This is an optimization exercise on Yosys and OpenROAD, whose aim is small area, not a production implementation.
Only simulation tests tie the RTL to the original design; equivalence was not proved.
Power and IR drop assume default switching activity.

==> module rbcpDecode, before the edit <==
module rbcpDecode (
  input  wire logic                 RST,
  input  wire rbcpRegPkg::rbcpAddrT rbcpAddr_i,
  input  wire logic                 rbcpWe_i,
  input  wire logic                 rbcpRe_i,
  input  wire rbcpRegPkg::byteT     rbcpWd_i,
  output logic [rbcpRegPkg::regCount-1:0] rdSel_o,   
  output rbcpRegPkg::byteT          rdId_o,     
  output logic [rbcpRegPkg::regCount-1:0] wrEn_o,    
  output logic [rbcpRegPkg::bankCount/2*rbcpRegPkg::dataWidth-1:0] wrData_o,   
  output logic                      accV_o,     
  output logic                      readV_o     
);
  logic inRange;
  logic writeV;
  logic [rbcpRegPkg::bankCount-1:0] bankRdN, bankWrN;
  logic [rbcpRegPkg::bankDepth-1:0] idxN, idxWrN;
  logic [rbcpRegPkg::regAddrWidth-1:0] a;
  assign a        = rbcpAddr_i[rbcpRegPkg::regAddrWidth-1:0];
  assign inRange  = (rbcpAddr_i[rbcpRegPkg::rbcpAddrWidth-1:rbcpRegPkg::regAddrWidth] == '0);
  assign accV_o   = inRange && !RST && (rbcpWe_i || rbcpRe_i);
  assign readV_o  = inRange && !RST && rbcpRe_i;
  assign writeV   = inRange && !RST && rbcpWe_i;
  rbcpRegPkg::byteT wdN;
  for (genvar k = 0; k < rbcpRegPkg::dataWidth; k++) begin : g_wdn
    gNandBN wdn_i (.aN(RST), .b(rbcpWd_i[k]), .y(wdN[k]));
  end
  for (genvar k = 0; k < rbcpRegPkg::bankCount/2*rbcpRegPkg::dataWidth; k++) begin : g_wd
    gInv wd_i (.a(wdN[k % rbcpRegPkg::dataWidth]), .y(wrData_o[k]));
  end
  logic [rbcpRegPkg::bankCount-1:0] bankRd, bankWr;
  logic [rbcpRegPkg::bankDepth-1:0] idxHit, idxWr;
  always_comb begin
    for (int b = 0; b < rbcpRegPkg::bankCount; b++) begin
      bankRd[b] = a[rbcpRegPkg::regAddrWidth-1:rbcpRegPkg::idxWidth] == rbcpRegPkg::bankWidth'(b);
      bankWr[b] = RST || (writeV && a[rbcpRegPkg::regAddrWidth-1:rbcpRegPkg::idxWidth] == rbcpRegPkg::bankWidth'(b));
    end
    for (int i = 0; i < rbcpRegPkg::bankDepth; i++) begin
      idxHit[i] = a[rbcpRegPkg::idxWidth-1:0] == rbcpRegPkg::idxWidth'(i);
      idxWr[i]  = RST || idxHit[i];
    end
  end
  for (genvar b = 0; b < rbcpRegPkg::bankCount; b++) begin : g_bank
    gInv rd_i (.a(bankRd[b]), .y(bankRdN[b]));
    gInv wr_i (.a(bankWr[b]), .y(bankWrN[b]));
  end
  for (genvar i = 0; i < rbcpRegPkg::bankDepth; i++) begin : g_idx
    gInv rd_i (.a(idxHit[i]), .y(idxN[i]));
    gInv wr_i (.a(idxWr[i]),  .y(idxWrN[i]));
  end
  always_comb begin
    for (int b = 0; b < rbcpRegPkg::dataWidth; b++) begin
      rdId_o[b] = 1'b0;
      for (int j = 0; j < rbcpRegPkg::idRegCount - 1; j++) begin
        if (rbcpRegPkg::synDate[(rbcpRegPkg::idRegCount-2-j)*rbcpRegPkg::dataWidth + b]) begin
          rdId_o[b] = rdId_o[b] || rdSel_o[j];
        end
      end
      if (rbcpRegPkg::fpgaVer[b]) begin
        rdId_o[b] = rdId_o[b] || rdSel_o[rbcpRegPkg::idRegCount-1];
      end
    end
  end
  for (genvar j = 0; j < rbcpRegPkg::regCount; j++) begin : g_sel
    gNor2 rd_i (.a(bankRdN[j / rbcpRegPkg::bankDepth]), .b(idxN[j % rbcpRegPkg::bankDepth]), .y(rdSel_o[j]));
    if (j >= int'(rbcpRegPkg::ledAddr)) begin : g_wr
      gNor2 wr_i (.a(bankWrN[j / rbcpRegPkg::bankDepth]), .b(idxWrN[j % rbcpRegPkg::bankDepth]), .y(wrEn_o[j]));
    end else begin : g_ro
      assign wrEn_o[j] = 1'b0;
    end
  end
endmodule
==> module rbcpResponse, before the edit <==
module rbcpResponse (
  input  wire logic                CLK,
  input  wire logic                RST,
  input  wire logic                accV_i,
  input  wire logic                readV_i,
  input  wire rbcpRegPkg::byteT    rdData_i,
  output rbcpRegPkg::byteT         rbcpRd_o,
  output logic                     rbcpAck_o
);
  rbcpRegPkg::byteT rd1, rd2, rd3;
  logic ack1, ack2, ack3;
  logic rdV1, rdV2;      
  logic rstQ;      
  logic keep;      
  assign keep = !RST && !rstQ;
  always_ff @(posedge CLK) begin
    rstQ <= RST;
    rd1  <= rdData_i;
    ack1 <= accV_i;
    rdV1 <= readV_i;
    rdV2 <= rdV1;
    rd2  <= rd1;
    ack2 <= ack1;
    rd3  <= rd2 & {rbcpRegPkg::dataWidth{keep && rdV2}};
    ack3 <= ack2 && keep;
  end
  assign rbcpAck_o = ack3;
  assign rbcpRd_o  = rd3;
endmodule
clock: 5.0 ns
lec_check: 0
cap_margin: 20
core_margin: 2
core_utilization: 65
gpl_timing_driven: 0
setup_slack_margin: 0.2
slew_margin: 20
synth_hierarchical: 1
standard.sh (not shown) runs the stock make flow with config.mk's settings and CLKGATE_MAP_FILE= SYNTH_SCRIPT=/design/flow/synth_recipe.tcl, a recipe that flattens the netlist after the stock synthesis.
==> flow/flow/run.sh <==
#!/bin/bash
# Layout flow: the standard ORFS flow, with
#  - synthesis mapping only to the smallest drive of each gate (the
#    resizer upsizes later where timing needs it); registers unchanged
#  - port buffers of the smallest buffer
#  - clock tree without dummy loads
# Each step's full output goes to a log file of its own here.
set -uo pipefail
DU_SYN="$(cat flow/dontuse_synth.txt)"
CTS="-sink_clustering_enable -repair_clock_nets -dont_use_dummy_load -sink_clustering_size 28 -sink_clustering_max_diameter 90"
bash standard.sh DONT_USE_CELLS="$DU_SYN" synth > log_synth.txt 2>&1 || exit 1
bash standard.sh BUFFER_PORTS_ARGS="-buffer_cell sky130_fd_sc_hd__buf_1" CTS_ARGS="$CTS" finish > log_layout.txt 2>&1 || exit 1
Other scripts of this flow, unchanged in this note and not shown: flow/flow/dontuse_synth.txt
==> next run, changes <==
--- a/flow/design.v
+++ b/flow/design.v
@@ -51,29 +51,32 @@
     gNandBN wdn_i (.aN(RST), .b(rbcpWd_i[k]), .y(wdN[k]));
   end
   for (genvar k = 0; k < rbcpRegPkg::bankCount/2*rbcpRegPkg::dataWidth; k++) begin : g_wd
     gInv wd_i (.a(wdN[k % rbcpRegPkg::dataWidth]), .y(wrData_o[k]));
   end
-  logic [rbcpRegPkg::bankCount-1:0] bankRd, bankWr;
-  logic [rbcpRegPkg::bankDepth-1:0] idxHit, idxWr;
-  always_comb begin
-    for (int b = 0; b < rbcpRegPkg::bankCount; b++) begin
-      bankRd[b] = a[rbcpRegPkg::regAddrWidth-1:rbcpRegPkg::idxWidth] == rbcpRegPkg::bankWidth'(b);
-      bankWr[b] = RST || (writeV && a[rbcpRegPkg::regAddrWidth-1:rbcpRegPkg::idxWidth] == rbcpRegPkg::bankWidth'(b));
-    end
-    for (int i = 0; i < rbcpRegPkg::bankDepth; i++) begin
-      idxHit[i] = a[rbcpRegPkg::idxWidth-1:0] == rbcpRegPkg::idxWidth'(i);
-      idxWr[i]  = RST || idxHit[i];
-    end
-  end
-  for (genvar b = 0; b < rbcpRegPkg::bankCount; b++) begin : g_bank
-    gInv rd_i (.a(bankRd[b]), .y(bankRdN[b]));
-    gInv wr_i (.a(bankWr[b]), .y(bankWrN[b]));
+  logic [rbcpRegPkg::regAddrWidth-1:0] aN;
+  logic [3:0] lo, hi, loW, hiW;
+  logic rstN;
+  for (genvar k = 0; k < rbcpRegPkg::regAddrWidth; k++) begin : g_lit
+    gInv n_i (.a(a[k]), .y(aN[k]));
+  end
+  gInv rstn_i (.a(RST), .y(rstN));
+  for (genvar l = 0; l < 4; l++) begin : g_lohi
+    gNor2 lo_i (.a(l[1] ? aN[1] : a[1]), .b(l[0] ? aN[0] : a[0]), .y(lo[l]));
+    gNor2 hi_i (.a(l[1] ? aN[3] : a[3]), .b(l[0] ? aN[2] : a[2]), .y(hi[l]));
+    gOai21 low_i (.a1(l[1] ? aN[1] : a[1]), .a2(l[0] ? aN[0] : a[0]), .b1(rstN), .y(loW[l]));
+    gOai21 hiw_i (.a1(l[1] ? aN[3] : a[3]), .a2(l[0] ? aN[2] : a[2]), .b1(rstN), .y(hiW[l]));
   end
   for (genvar i = 0; i < rbcpRegPkg::bankDepth; i++) begin : g_idx
-    gInv rd_i (.a(idxHit[i]), .y(idxN[i]));
-    gInv wr_i (.a(idxWr[i]),  .y(idxWrN[i]));
+    gNand2 rd_i (.a(lo[i % 4]),  .b(hi[i / 4]),  .y(idxN[i]));
+    gNand2 wr_i (.a(loW[i % 4]), .b(hiW[i / 4]), .y(idxWrN[i]));
+  end
+  for (genvar b = 0; b < rbcpRegPkg::bankCount; b++) begin : g_bank
+    gNand3 rd_i (.a(b[2] ? a[6] : aN[6]), .b(b[1] ? a[5] : aN[5]), .c(b[0] ? a[4] : aN[4]), .y(bankRdN[b]));
+    logic wrN;
+    gNand4 hit_i (.a(writeV), .b(b[2] ? a[6] : aN[6]), .c(b[1] ? a[5] : aN[5]), .d(b[0] ? a[4] : aN[4]), .y(wrN));
+    gAnd2  wr_i  (.a(wrN), .b(rstN), .y(bankWrN[b]));
   end
   always_comb begin
     for (int b = 0; b < rbcpRegPkg::dataWidth; b++) begin
       rdId_o[b] = 1'b0;
       for (int j = 0; j < rbcpRegPkg::idRegCount - 1; j++) begin
@@ -124,10 +127,19 @@
 endmodule
 module gAoi222 (input wire logic a1, input wire logic a2, input wire logic b1, input wire logic b2,
                 input wire logic c1, input wire logic c2, output logic y);
   assign y = !((a1 && a2) || (b1 && b2) || (c1 && c2));
 endmodule
+module gOai21 (input wire logic a1, input wire logic a2, input wire logic b1, output logic y);
+  assign y = !((a1 || a2) && b1);
+endmodule
+module gNor3B (input wire logic a, input wire logic b, input wire logic cN, output logic y);
+  assign y = !(a || b || !cN);
+endmodule
+module gAnd2 (input wire logic a, input wire logic b, output logic y);
+  assign y = a && b;
+endmodule
 module gAoi21 (input wire logic a1, input wire logic a2, input wire logic b1, output logic y);
   assign y = !((a1 && a2) || b1);
 endmodule
 `default_nettype wire
 `timescale 1ns/100ps
@@ -222,19 +234,25 @@
   logic ack1, ack2, ack3;
   logic rdV1, rdV2;      
   logic rstQ;      
   logic keep;      
   assign keep = !RST && !rstQ;
+  logic keepRd;
+  rbcpRegPkg::byteT rd2Kept;
+  gNor3B keep_i (.a(RST), .b(rstQ), .cN(rdV2), .y(keepRd));
+  for (genvar k = 0; k < rbcpRegPkg::dataWidth; k++) begin : g_keep
+    gAnd2 and_i (.a(rd2[k]), .b(keepRd), .y(rd2Kept[k]));
+  end
   always_ff @(posedge CLK) begin
     rstQ <= RST;
     rd1  <= rdData_i;
     ack1 <= accV_i;
     rdV1 <= readV_i;
     rdV2 <= rdV1;
     rd2  <= rd1;
     ack2 <= ack1;
-    rd3  <= rd2 & {rbcpRegPkg::dataWidth{keep && rdV2}};
+    rd3  <= rd2Kept;
     ack3 <= ack2 && keep;
   end
   assign rbcpAck_o = ack3;
   assign rbcpRd_o  = rd3;
 endmodule
After rerunning: Critical path depth falls by 1. Fmax came out higher by 8.3%. Clock-buffer cell count does not change. Die area decreases by 0.75%. Combinational power climbs by about 3%. Routed wire length barely changes. Sequential share of layout area increases by 0.70 points. Power stays flat.

[static timing again, ports no longer ideal]
The flow's constraints put no driver on any port. The routed layouts listed below were extracted and timed again, unchanged, in two steps.
Step 1 sets driving cells, clkbuf_16 on the clock port and buf_2 on the other inputs (assumed; they add their load-dependent delay and slew).
Step 2 moves the port delays by t, midway between the first and last clock arrival at a register: inputs arrive t later, outputs are due t later. That takes back most of the time a late clock gives input paths.
a / b / c = ideal ports / drivers / drivers and shift; a / b = the first two.
| run | t, ns | slack for setup (ns) | worst hold slack (ns) | worst setup path at the end | latest minus earliest clock arrival (ns) |
|---|---|---|---|---|---|
| the first run | 0.653 | 0.627 / 0.619 / -0.035 | 0.336 / 0.336 / 0.336 | input to register | 0.069 / 0.069 |
| the second run | 0.663 | 0.962 / 0.910 / 0.246 | 0.336 / 0.336 / 0.336 | input to register | 0.049 / 0.049 |
Met with ideal ports but missed after step 2: setup timing in the first run. The setup slack of the second run, which loses most, moves by -0.052 ns with the drivers and by -0.716 ns with both steps.
